From an optimization exercise on the open Yosys and OpenROAD flow, aimed at small area and a short achievable clock period; shortcuts taken in it are not production practice. In this exercise RTL edits were held to simulation tests only and were not proved equivalent to the original. No activity file was given, so power comes from the tool's default toggle rates.

// bmd_ep_mem
module bmd_ep_mem
(
   input  wire              clk,
   input  wire              rst_i,
   input  wire [6:0]        a_i,
   input  wire              wr_en_i,
   input  wire [31:0]       wr_d_i,
   output logic [31:0]      rd_d_o,
   output logic             init_rst_o,
   output logic [80:0]      mwr_desc_o,
   output logic [80:0]      mrd_desc_o,
   output logic [31:0]      mwr_data_o,
   output logic             mwr_zerolen_en_o,
   output logic [3:0]       trn_wait_count_o,
   output logic [31:0]      cpld_data_o,
   output logic             rd_metering_o,
   output logic [7:0]       mwr_wrr_cnt_o,
   output logic [7:0]       mrd_wrr_cnt_o,
   output logic             mrd_done_o,
   input  wire              mwr_done_i,
   input  wire [81:0]       cpl_status_i,
   input  wire [8:0]        link_cfg_i,
   input  wire              tags_all_back_i
);
   localparam int CPL_SIZE_W = 21;
   localparam int PERF_W     = 32;
   bmd_pkg::csr_idx_e    a_idx;
   bmd_pkg::dma_desc_t   mwr_desc;
   bmd_pkg::dma_desc_t   mrd_desc;
   bmd_pkg::cpl_status_t cpl_status;
   bmd_pkg::link_cfg_t   link_cfg;
   assign a_idx      = bmd_pkg::csr_idx_e'(a_i);
   assign cpl_status = cpl_status_i;
   assign link_cfg   = link_cfg_i;
   assign mwr_desc_o = mwr_desc;
   assign mrd_desc_o = mrd_desc;
   logic [31:0] mwr_perf;
   logic [31:0] mrd_perf;
   logic        mwr_perf_ld;
   logic        mrd_perf_ld;
   csr_regfile u_csr_regfile (
      .clk              (clk),
      .rst_i            (rst_i),
      .a_i              (a_idx),
      .wr_en_i          (wr_en_i),
      .wr_d_i           (wr_d_i),
      .rd_d_o           (rd_d_o),
      .mwr_done_i       (mwr_done_i),
      .mrd_done_i       (mrd_done_o),
      .cpl_status_i     (cpl_status),
      .link_cfg_i       (link_cfg),
      .mwr_perf_i       (mwr_perf),
      .mrd_perf_i       (mrd_perf),
      .init_rst_o       (init_rst_o),
      .mwr_desc_o       (mwr_desc),
      .mrd_desc_o       (mrd_desc),
      .mwr_data_o       (mwr_data_o),
      .mwr_zerolen_en_o (mwr_zerolen_en_o),
      .trn_wait_count_o (trn_wait_count_o),
      .cpld_data_o      (cpld_data_o),
      .rd_metering_o    (rd_metering_o),
      .mwr_wrr_cnt_o    (mwr_wrr_cnt_o),
      .mrd_wrr_cnt_o    (mrd_wrr_cnt_o),
  ...
Size: about 22000 sq um of cells after synthesis.
==> flow/config.mk <==
export PLATFORM = sky130hd
export DESIGN_NAME = bmd_ep_mem
export DESIGN_NICKNAME = bmd_ep_mem
export VERILOG_FILES = /design/flow/design.v
export SDC_FILE = /design/flow/constraint.sdc
export NUM_CORES = 4
export LEC_CHECK = 0
export CAP_MARGIN = 20
export CORE_MARGIN = 2
export CORE_UTILIZATION = 55
export PLACE_DENSITY = 0.72
export SETUP_SLACK_MARGIN = 3.38
export SLEW_MARGIN = 20
export SYNTH_HIERARCHICAL = 1
==> flow/constraint.sdc <==
create_clock -name core_clock -period 5.8 [get_ports {clk}]
set_input_delay 1.1600 -clock core_clock [delete_from_list [all_inputs] [get_ports {clk}]]
set_output_delay 1.1600 -clock core_clock [all_outputs]
set_load 0.01 [all_outputs]
standard.sh (not shown) runs the stock make flow with config.mk's settings and CLKGATE_MAP_FILE= SYNTH_SCRIPT=/design/flow/synth_recipe.tcl, a recipe that flattens the netlist after the stock synthesis.
==> flow/flow/run.sh <==
#!/bin/bash
# Standard layout, with the smallest plain buffer on every port instead of the
# default delay buffer (the resizer still upsizes any that timing needs), and a
# clock tree of smaller buffers without dummy balancing loads.
set -uo pipefail
export BUFFER_PORTS_ARGS="-buffer_cell sky130_fd_sc_hd__buf_1"
export CTS_ARGS="-sink_clustering_enable -repair_clock_nets -dont_use_dummy_load -sink_clustering_size 16 -sink_clustering_max_diameter 50 -buf_list {sky130_fd_sc_hd__clkbuf_4 sky130_fd_sc_hd__clkbuf_8}"
bash standard.sh > standard.log 2>&1
Then changed:
==> flow/flow/run.sh (replaced) <==
#!/bin/bash
# Standard layout, with the smallest plain buffer on every port instead of the
# default delay buffer (the resizer still upsizes any that timing needs), and a
# clock tree of smaller buffers without dummy balancing loads.
set -uo pipefail
export BUFFER_PORTS_ARGS="-buffer_cell sky130_fd_sc_hd__buf_1"
export CTS_ARGS="-sink_clustering_enable -repair_clock_nets -dont_use_dummy_load -sink_clustering_size 12 -sink_clustering_max_diameter 40 -buf_list {sky130_fd_sc_hd__clkbuf_4 sky130_fd_sc_hd__clkbuf_8}"
bash standard.sh > standard.log 2>&1
- PLACE_DENSITY: 0.72 -> not set
The new run completed with no timing, DRC or antenna violations. Wire length is higher by about 4%. Power is higher by 6.4%. Global-route usage is higher by 1.6 points. Combinational power is higher by about 4%. First-iteration DRC count is lower by about 20%. Clock-buffer cell count is higher by 17.

[re-timing with driven ports]
How much do the figures lean on ideal ports? The routed layouts below were timed once more, with nothing changed but the port constraints. Step 1 (the two cells are an assumption about what drives the block):
set clk [get_ports {clk}]
set_driving_cell -lib_cell sky130_fd_sc_hd__clkbuf_16 $clk
set_driving_cell -lib_cell sky130_fd_sc_hd__buf_2 [delete_from_list [all_inputs] $clk]
Step 2, shift: input delay + t, output delay - t, t = (earliest + latest rising clock arrival at the registers) / 2. This alone moves slack from input paths to output paths. a / b / c = ideal ports / drivers / drivers and shift; a / b = the first two.
| run | t (ns) | setup slack, ns | worst setup path at the end | latest minus earliest clock arrival (ns) | worst register clock-pin slew, ns |
|---|---|---|---|---|---|
| the first run | 0.673 | 3.327 / 3.297 / 2.688 | input to register | 0.117 / 0.117 | 0.10 / 0.10 |
| the second run | 0.708 | 3.344 / 3.289 / 2.709 | input to register | 0.066 / 0.066 | 0.08 / 0.08 |
After both steps every run listed still meets setup and hold. The setup slack of the first run, which loses most, moves by -0.030 ns with the drivers and by -0.639 ns with both steps.
